Source: an optimization exercise on an open RTL-to-GDS flow (aim: small area). Production flows keep margins and buffers that such runs may drop. At most, simulation tests tie the RTL to the original design; equivalence was not proved. Power is estimated from default activity; no workload was simulated.

==> inputs of exp/maple <==
==> flow/design.v <==
package sme_pkg;
    typedef logic [7:0] char_t;
    localparam char_t char_any   = 8'h2E;  
    localparam char_t char_head  = 8'h5E;  
    localparam char_t char_tail  = 8'h24;  
    localparam char_t char_space = 8'h20;
    typedef enum logic [1:0] {
        st_idle = 2'd0,
        st_scan = 2'd1,
        st_done = 2'd2
    } engine_state_t;
endpackage
module sme #(
    parameter int max_string_len  = 32,
    parameter int max_pattern_len = 8
) (
    input  logic                                 clk,
    input  logic                                 reset,
    input  sme_pkg::char_t                       chardata,
    input  logic                                 isstring,
    input  logic                                 ispattern,
    output logic                                 valid,
    output logic                                 match,
    output logic [$clog2(max_string_len)-1:0]    match_index
);
    logic [8*32-1:0] ring;         
    logic            isstring_d;
    logic [5:0]      tlen;         
    logic [4:0]      pos;          
    wire       t_first = isstring & ~isstring_d;
    wire       t_wr    = isstring & (t_first | ~tlen[5]);
    wire [7:0] c       = ring[255:248];
    always_ff @(posedge clk) begin
        isstring_d <= isstring;
        ring       <= {ring[247:0], t_wr ? chardata : c};
    end
    wire [4:0] pos_n = t_first ? 5'd1 : pos + 5'd1;
    always_ff @(posedge clk or posedge reset) begin
        if (reset) pos <= '0;
        else       pos <= pos_n;
    end
    always_ff @(posedge clk or posedge reset) begin
        if (reset) begin
            tlen <= '0;
        end else if (t_wr) begin
            tlen <= {~t_first & (pos == 5'd31), pos_n};
        end
    end
    logic [63:0] pq;
    logic        ispattern_d;
    logic [3:0]  ns;               
    logic        head;             
    logic        tail;             
    logic [2:0]  a;                
    logic [2:0]  e;                
    wire p_first = ispattern & ~ispattern_d;
    wire p_caret = (chardata == sme_pkg::char_head);
    wire p_more  = ~(ns[3] | (ns[2:0] == 3'd7 & head));    
    wire p_take  = ispattern & (p_first | p_more);
    wire p_store = p_take & ~(p_first & p_caret);
    wire p_fst   = p_store & (p_first | (ns == 4'd0));
    always_ff @(posedge clk) begin
        ispattern_d <= ispattern;
        pq <= {p_store ? chardata : pq[7:0], pq[63:8]};
        a  <= p_fst ? 3'd7 : a - 3'd1;
        e  <= p_store ? 3'd7 : e - 3'd1;
        if (p_first) begin
            ns   <= {3'd0, ~p_caret};
            head <= p_caret;
        end else if (p_store) begin
            ns   <= ns + 4'd1;
        end
        if (p_take) tail <= (chardata == sme_pkg::char_tail);
    end
    wire       m0   = (ns == {3'd0, tail});         
    wire [2:0] b    = e - {2'd0, tail};             
    logic       srch;              
    logic       started;           
    logic       xw;                
    logic       prev_sp;           
    logic       pend;              
    logic [7:0] d;                 
    wire run_end = ispattern_d & ~ispattern;
    wire active  = srch | run_end;
    wire step    = active & (started | (pos == 5'd0));
    wire bnd     = ({xw, pos} == tlen);       
    wire sp      = (c == sme_pkg::char_space);
    wire start   = ~head | prev_sp;
    logic [7:0] dn;
    logic       cc;
    always_comb begin
        cc = 1'b0;
        for (int j = 0; j < 8; j++) begin
            dn[j] = ((pq[8*j +: 8] == sme_pkg::char_any) | (pq[8*j +: 8] == c)) &
                    ((a == 3'(j)) ? start : d[j]);
            cc = cc | (dn[j] & (b == 3'(j)));
        end
    end
    wire       pend_e = m0 ? start : pend;
    wire       hit    = tail ? (pend_e & (bnd | sp)) : (m0 ? start : (cc & ~bnd));
    wire       finish = step & (hit | bnd);
    always_ff @(posedge clk) begin
        d           <= step ? dn : 8'd0;
        pend        <= step & cc;
        prev_sp     <= step ? sp : 1'b1;
        xw          <= finish ? hit : (step & (xw | (pos == 5'd31)));
    end
    always_ff @(posedge clk or posedge reset) begin
        if (reset) begin
            srch    <= 1'b0;
            started <= 1'b0;
        end else begin
            srch    <= active & ~finish;
            started <= step;
        end
    end
    assign valid = started & ~srch;
    assign match = xw;
    assign match_index = (match & (ns != 4'd0)) ? (pos - {1'b0, ns}) : 5'd0;
endmodule
==> flow/flow/run.sh <==
#!/bin/bash
# The standard layout (the standard.sh, synthesis unchanged), with the
# smallest buffer on the ports and a clock tree without dummy balancing loads.
set -euo pipefail
export BUFFER_PORTS_ARGS="-buffer_cell sky130_fd_sc_hd__buf_1"
export CTS_ARGS="-sink_clustering_enable -repair_clock_nets -sink_clustering_size 18 -sink_clustering_max_diameter 50 -buf_list sky130_fd_sc_hd__clkbuf_8 -dont_use_dummy_load"
bash standard.sh > standard.log 2>&1
==> flow/standard.sh <==
#!/bin/bash
# synth_recipe.tcl (not shown) runs the flow's synth.tcl, then flattens the netlist and writes it again
# the make line also repeats each setting of config.mk as NAME=value (left out here)
make -C /OpenROAD-flow-scripts/flow DESIGN_CONFIG=/design/flow/config.mk WORK_HOME=/design/flow/orfs CLKGATE_MAP_FILE= SYNTH_SCRIPT=/design/flow/synth_recipe.tcl "${@:-finish}"
==> flow/config.mk <==
export PLATFORM = sky130hd
export DESIGN_NAME = sme
export DESIGN_NICKNAME = sme
export VERILOG_FILES = /design/flow/design.v
export SDC_FILE = /design/flow/constraint.sdc
export NUM_CORES = 4
export LEC_CHECK = 0
export CAP_MARGIN = 20
export CORE_MARGIN = 2
export CORE_UTILIZATION = 70
export CTS_BUF_LIST = sky130_fd_sc_hd__clkbuf_8
export CTS_CLUSTER_DIAMETER = 50
export CTS_CLUSTER_SIZE = 18
export SLEW_MARGIN = 20
==> flow/constraint.sdc <==
create_clock -name core_clock -period 10.0 [get_ports {clk}]
set_input_delay 2.0000 -clock core_clock [delete_from_list [all_inputs] [get_ports {clk}]]
set_output_delay 2.0000 -clock core_clock [all_outputs]
set_load 0.01 [all_outputs]
==> exp/cedar: changes against exp/maple <==
==> flow/design.v, changed modules only <==
module sme #(
    parameter int max_string_len  = 32,
    parameter int max_pattern_len = 8
) (
    input  logic                                 clk,
    input  logic                                 reset,
    input  sme_pkg::char_t                       chardata,
    input  logic                                 isstring,
    input  logic                                 ispattern,
    output logic                                 valid,
    output logic                                 match,
    output logic [$clog2(max_string_len)-1:0]    match_index
);
    logic [8*32-1:0] ring;         
    logic            isstring_d;
    logic [5:0]      tlen;         
    logic [4:0]      pos;          
    wire       t_first = isstring & ~isstring_d;
    wire       t_wr    = isstring & (t_first | ~tlen[5]);
    wire [7:0] c       = ring[255:248];
    always_ff @(posedge clk) begin
        isstring_d <= isstring;
        ring       <= {ring[247:0], t_wr ? chardata : c};
    end
    always_ff @(posedge clk or posedge reset) begin
        if (reset) begin
            tlen <= '0;
        end else begin
            if (t_first)   tlen <= 6'd1;
            else if (t_wr) tlen <= tlen + 6'd1;
        end
    end
    always_ff @(posedge clk) begin
        pos <= t_first ? 5'd1 : pos + 5'd1;
    end
    logic [63:0] pq;
    logic        ispattern_d;
    logic [3:0]  ns;               
    logic        head;             
    logic        tail;             
    logic [2:0]  a;
    wire p_first = ispattern & ~ispattern_d;
    wire p_caret = (chardata == sme_pkg::char_head);
    wire p_more  = ~(ns[3] | (ns[2:0] == 3'd7 & head));    
    wire p_take  = ispattern & (p_first | p_more);
    wire p_store = p_take & ~(p_first & p_caret);
    wire p_fst   = p_store & (p_first | (ns == 4'd0));
    always_ff @(posedge clk) begin
        ispattern_d <= ispattern;
        pq <= {p_store ? chardata : pq[7:0], pq[63:8]};
        a  <= p_fst ? 3'd7 : a - 3'd1;
        if (p_first) begin
            ns   <= {3'd0, ~p_caret};
            head <= p_caret;
        end else if (p_store) begin
            ns   <= ns + 4'd1;
        end
        if (p_take) tail <= (chardata == sme_pkg::char_tail);
    end
    wire [3:0] m    = ns - {3'd0, tail};            
    wire       m0   = (m == 4'd0);
    wire [2:0] b    = a + m[2:0] - 3'd1;            
    logic       srch;              
    logic       started;           
    logic       xw;                
    logic       prev_sp;           
    logic       pend;              
    logic [7:0] d;                 
    wire run_end = ispattern_d & ~ispattern;
    wire active  = srch | run_end;
    wire step    = active & (started | (pos == 5'd0));
    wire bnd     = ({xw, pos} == tlen);       
    wire sp      = (c == sme_pkg::char_space);
    wire start   = ~head | prev_sp;
    logic [7:0] dn;
    logic       cc;
    always_comb begin
        cc = 1'b0;
        for (int j = 0; j < 8; j++) begin
            dn[j] = ((pq[8*j +: 8] == sme_pkg::char_any) | (pq[8*j +: 8] == c)) &
                    ((a == 3'(j)) ? start : d[j]);
            cc = cc | (dn[j] & (b == 3'(j)));
        end
    end
    wire       pend_e = m0 ? start : pend;
    wire       hit    = tail ? (pend_e & (bnd | sp)) : (m0 ? start : (cc & ~bnd));
    wire       finish = step & (hit | bnd);
    always_ff @(posedge clk) begin
        d           <= step ? dn : 8'd0;
        pend        <= step & cc;
        prev_sp     <= step ? sp : 1'b1;
        xw          <= step & (xw | (pos == 5'd31));
        match       <= hit;
    end
    always_ff @(posedge clk or posedge reset) begin
        if (reset) begin
            srch    <= 1'b0;
            started <= 1'b0;
            valid   <= 1'b0;
        end else begin
            srch    <= active & ~finish;
            started <= step & ~finish;
            valid   <= finish;
        end
    end
    assign match_index = (match & (ns != 4'd0)) ? (pos - {1'b0, ns}) : 5'd0;
endmodule
==> flow/run.sh (new file) <==
#!/bin/bash
# synth_recipe.tcl (not shown) runs the flow's synth.tcl, then flattens the netlist and writes it again
# the make line also repeats each setting of config.mk as NAME=value (left out here)
make -C /OpenROAD-flow-scripts/flow DESIGN_CONFIG=/design/flow/config.mk WORK_HOME=/design/flow/orfs CLKGATE_MAP_FILE= SYNTH_SCRIPT=/design/flow/synth_recipe.tcl finish
removed: flow/flow/run.sh
removed: flow/standard.sh
==> exp/nickel: changes against exp/maple <==
==> flow/design.v, changed modules only <==
module sme #(
    parameter int max_string_len  = 32,
    parameter int max_pattern_len = 8
) (
    input  logic                                 clk,
    input  logic                                 reset,
    input  sme_pkg::char_t                       chardata,
    input  logic                                 isstring,
    input  logic                                 ispattern,
    output logic                                 valid,
    output logic                                 match,
    output logic [$clog2(max_string_len)-1:0]    match_index
);
    logic [8*32-1:0] ring;         
    logic            isstring_d;
    logic [5:0]      tlen;         
    logic [4:0]      pos;          
    wire       t_first = isstring & ~isstring_d;
    wire       t_wr    = isstring & (t_first | ~tlen[5]);
    wire [7:0] c       = ring[255:248];
    always_ff @(posedge clk) begin
        isstring_d <= isstring;
        ring       <= {ring[247:0], t_wr ? chardata : c};
    end
    always_ff @(posedge clk or posedge reset) begin
        if (reset) begin
            tlen <= '0;
            pos  <= '0;
        end else begin
            if (t_first)   tlen <= 6'd1;
            else if (t_wr) tlen <= tlen + 6'd1;
            pos <= t_first ? 5'd1 : pos + 5'd1;
        end
    end
    logic [7:0] pat [8];
    logic       ispattern_d;
    logic [3:0] rcnt;              
    logic       head;
    wire p_first = ispattern & ~ispattern_d;
    wire p_caret = (chardata == sme_pkg::char_head);
    wire p_take  = ispattern & (p_first | ~rcnt[3]);
    wire p_store = p_take & ~(p_first & p_caret);
    always_ff @(posedge clk) begin
        ispattern_d <= ispattern;
        if (p_first) begin
            rcnt <= 4'd1;
            head <= p_caret;
        end else if (p_take) begin
            rcnt <= rcnt + 4'd1;
        end
        if (p_store) begin
            pat[0] <= chardata;
            for (int k = 1; k < 8; k++) pat[k] <= pat[k-1];
        end
    end
    wire [3:0] nst = rcnt - {3'd0, head};
    logic [8:0] used;              
    always_comb begin
        for (int k = 0; k < 8; k++) used[k] = (nst > k);
        used[8] = 1'b0;
    end
    logic       srch;              
    logic       started;           
    logic       xw;                
    logic       prev_sp;           
    logic [7:0] d;                 
    wire run_end = ispattern_d & ~ispattern;
    wire active  = srch | run_end;
    wire step    = active & (started | (pos == 5'd0));
    wire bnd     = ({xw, pos} == tlen);       
    wire sp      = (c == sme_pkg::char_space);
    wire start   = ~head | prev_sp;
    wire tail    = used[0] & (pat[0] == sme_pkg::char_tail);
    logic [7:0] lm;
    logic [7:0] dn;
    always_comb begin
        for (int k = 0; k < 8; k++) begin
            lm[k] = ~bnd & ((pat[k] == sme_pkg::char_any) | (pat[k] == c));
            if (k == 0 && tail) lm[k] = bnd | sp;
            dn[k] = lm[k] & (used[k+1] ? ((k < 7) ? d[(k+1)%8] : 1'b0) : start);
        end
    end
    wire       hit    = used[0] ? dn[0] : start;
    wire       finish = step & (hit | bnd);
    wire [2:0] off    = nst[2:0] - 3'd1;
    always_ff @(posedge clk) begin
        d           <= step ? dn : 8'd0;
        prev_sp     <= step ? sp : 1'b1;
        xw          <= step & (xw | (pos == 5'd31));
        match       <= hit;
        match_index <= (hit & used[0]) ? (pos - {2'd0, off}) : 5'd0;
    end
    always_ff @(posedge clk or posedge reset) begin
        if (reset) begin
            srch    <= 1'b0;
            started <= 1'b0;
            valid   <= 1'b0;
        end else begin
            srch    <= active & ~finish;
            started <= step & ~finish;
            valid   <= finish;
        end
    end
endmodule
==> flow/run.sh (new file) <==
#!/bin/bash
# synth_recipe.tcl (not shown) runs the flow's synth.tcl, then flattens the netlist and writes it again
# the make line also repeats each setting of config.mk as NAME=value (left out here)
make -C /OpenROAD-flow-scripts/flow DESIGN_CONFIG=/design/flow/config.mk WORK_HOME=/design/flow/orfs CLKGATE_MAP_FILE= SYNTH_SCRIPT=/design/flow/synth_recipe.tcl finish
removed: flow/flow/run.sh
removed: flow/standard.sh
==> exp/pepper: changes against exp/maple <==
--- a/flow/design.v
+++ b/flow/design.v
@@ -36,7 +36,6 @@
     end
     wire [4:0] pos_n = t_first ? 5'd1 : pos + 5'd1;
-    always_ff @(posedge clk or posedge reset) begin
-        if (reset) pos <= '0;
-        else       pos <= pos_n;
+    always_ff @(posedge clk) begin
+        pos <= pos_n;
     end
     always_ff @(posedge clk or posedge reset) begin
==> flow/run.sh (new file) <==
#!/bin/bash
# synth_recipe.tcl (not shown) runs the flow's synth.tcl, then flattens the netlist and writes it again
# the make line also repeats each setting of config.mk as NAME=value (left out here)
make -C /OpenROAD-flow-scripts/flow DESIGN_CONFIG=/design/flow/config.mk WORK_HOME=/design/flow/orfs CLKGATE_MAP_FILE= SYNTH_SCRIPT=/design/flow/synth_recipe.tcl finish
--- a/flow/config.mk
+++ b/flow/config.mk
@@ -10,5 +10,5 @@
 export CORE_UTILIZATION = 70
 export CTS_BUF_LIST = sky130_fd_sc_hd__clkbuf_8
-export CTS_CLUSTER_DIAMETER = 50
-export CTS_CLUSTER_SIZE = 18
+export CTS_CLUSTER_DIAMETER = 60
+export CTS_CLUSTER_SIZE = 20
 export SLEW_MARGIN = 20
removed: flow/flow/run.sh
removed: flow/standard.sh
==> notes.md <==
item	exp/cedar	exp/nickel	exp/pepper	exp/maple
Result of the run	timing/DRC/antenna clean	timing/DRC/antenna clean	timing/DRC/antenna clean	timing/DRC/antenna clean
Worst setup slack after placement	5.76 ns	5.81 ns	5.76 ns	6.16 ns
Start of the worst register-to-register path	ns[0]	rcnt[0]	ring[251]	ring[254]
GRT met1 Usage	29.2%	22.6%	29.7%	28.6%
Final period util	47.3%	36.6%	46.2%	43.1%
Synthesized-area fraction occupied by ao, oa, aoi and oai cells	3.05%	2.42%	2.79%	2.78%
Total length of routed met2 wires	7.62 mm	6.72 mm	7.00 mm	6.89 mm
Comb pwr	0.459 mW	0.262 mW	0.335 mW	0.323 mW
Worst-path cell with the longest stage delay	clkdlybuf4s50_1	nor4_1	clkdlybuf4s50_1	dfrtp_1
Initial core utilization	72.3%	71.5%	71.8%	72.0%
Simple-gate share of the synthesized area	7.90%	6.88%	7.52%	7.50%
Post-layout instance area	10400 sq um	10700 sq um	10200 sq um	10200 sq um
Largest vdd supply drop	207 uV	175 uV	204 uV	169 uV
Critical Path Source Type	flop	input port	flop	flop
Net switching power	0.780 mW	0.618 mW	0.682 mW	0.668 mW
Hold_ws	0.323 ns	0.325 ns	0.327 ns	0.291 ns
Number of global-route vias before repair	5009	4606	4714	4782
Count of clock-net buffers in the final layout	25	26	23	26
Function not checked in exp/pepper: the RTL went through the layout flow alone.

==> afterwards: timing with drivers on the ports <==
In the flow no input, the clock included, has a driving cell. The finished layouts below were timed again as built, in two steps. Step 1 sets driving cells, clkbuf_16 on the clock port and buf_2 on the other inputs (assumed; they add their load-dependent delay and slew). Step 2 times the ports against the registers' clock, not the clock port: input delays grow and output delays shrink by t, the midpoint of the rising clock arrivals with the driver on. a / b / c = no drivers / after step 1 / after step 2; a / b = the first two.
run | shift t [ns] | slack for setup (ns) | hold WS [ns] | worst setup path after step 2 | latest minus earliest clock arrival (ns)
exp/maple | 0.556 | 5.694 / 5.658 / 6.127 | 0.291 / 0.291 / 0.291 | input to register | 0.067 / 0.067
exp/cedar | 0.580 | 5.271 / 5.235 / 5.815 | 0.323 / 0.323 / 0.323 | register to output | 0.016 / 0.016
exp/nickel | 0.577 | 6.343 / 6.353 / 5.776 | 0.325 / 0.325 / 0.325 | input to register | 0.016 / 0.016
exp/pepper | 0.562 | 5.377 / 5.342 / 5.729 | 0.327 / 0.327 / 0.327 | input to register | 0.022 / 0.021
After both steps setup and hold are still met in every run listed. For exp/nickel, which loses most, drivers alone change the setup slack by +0.010 ns; drivers and shift together by -0.567 ns.
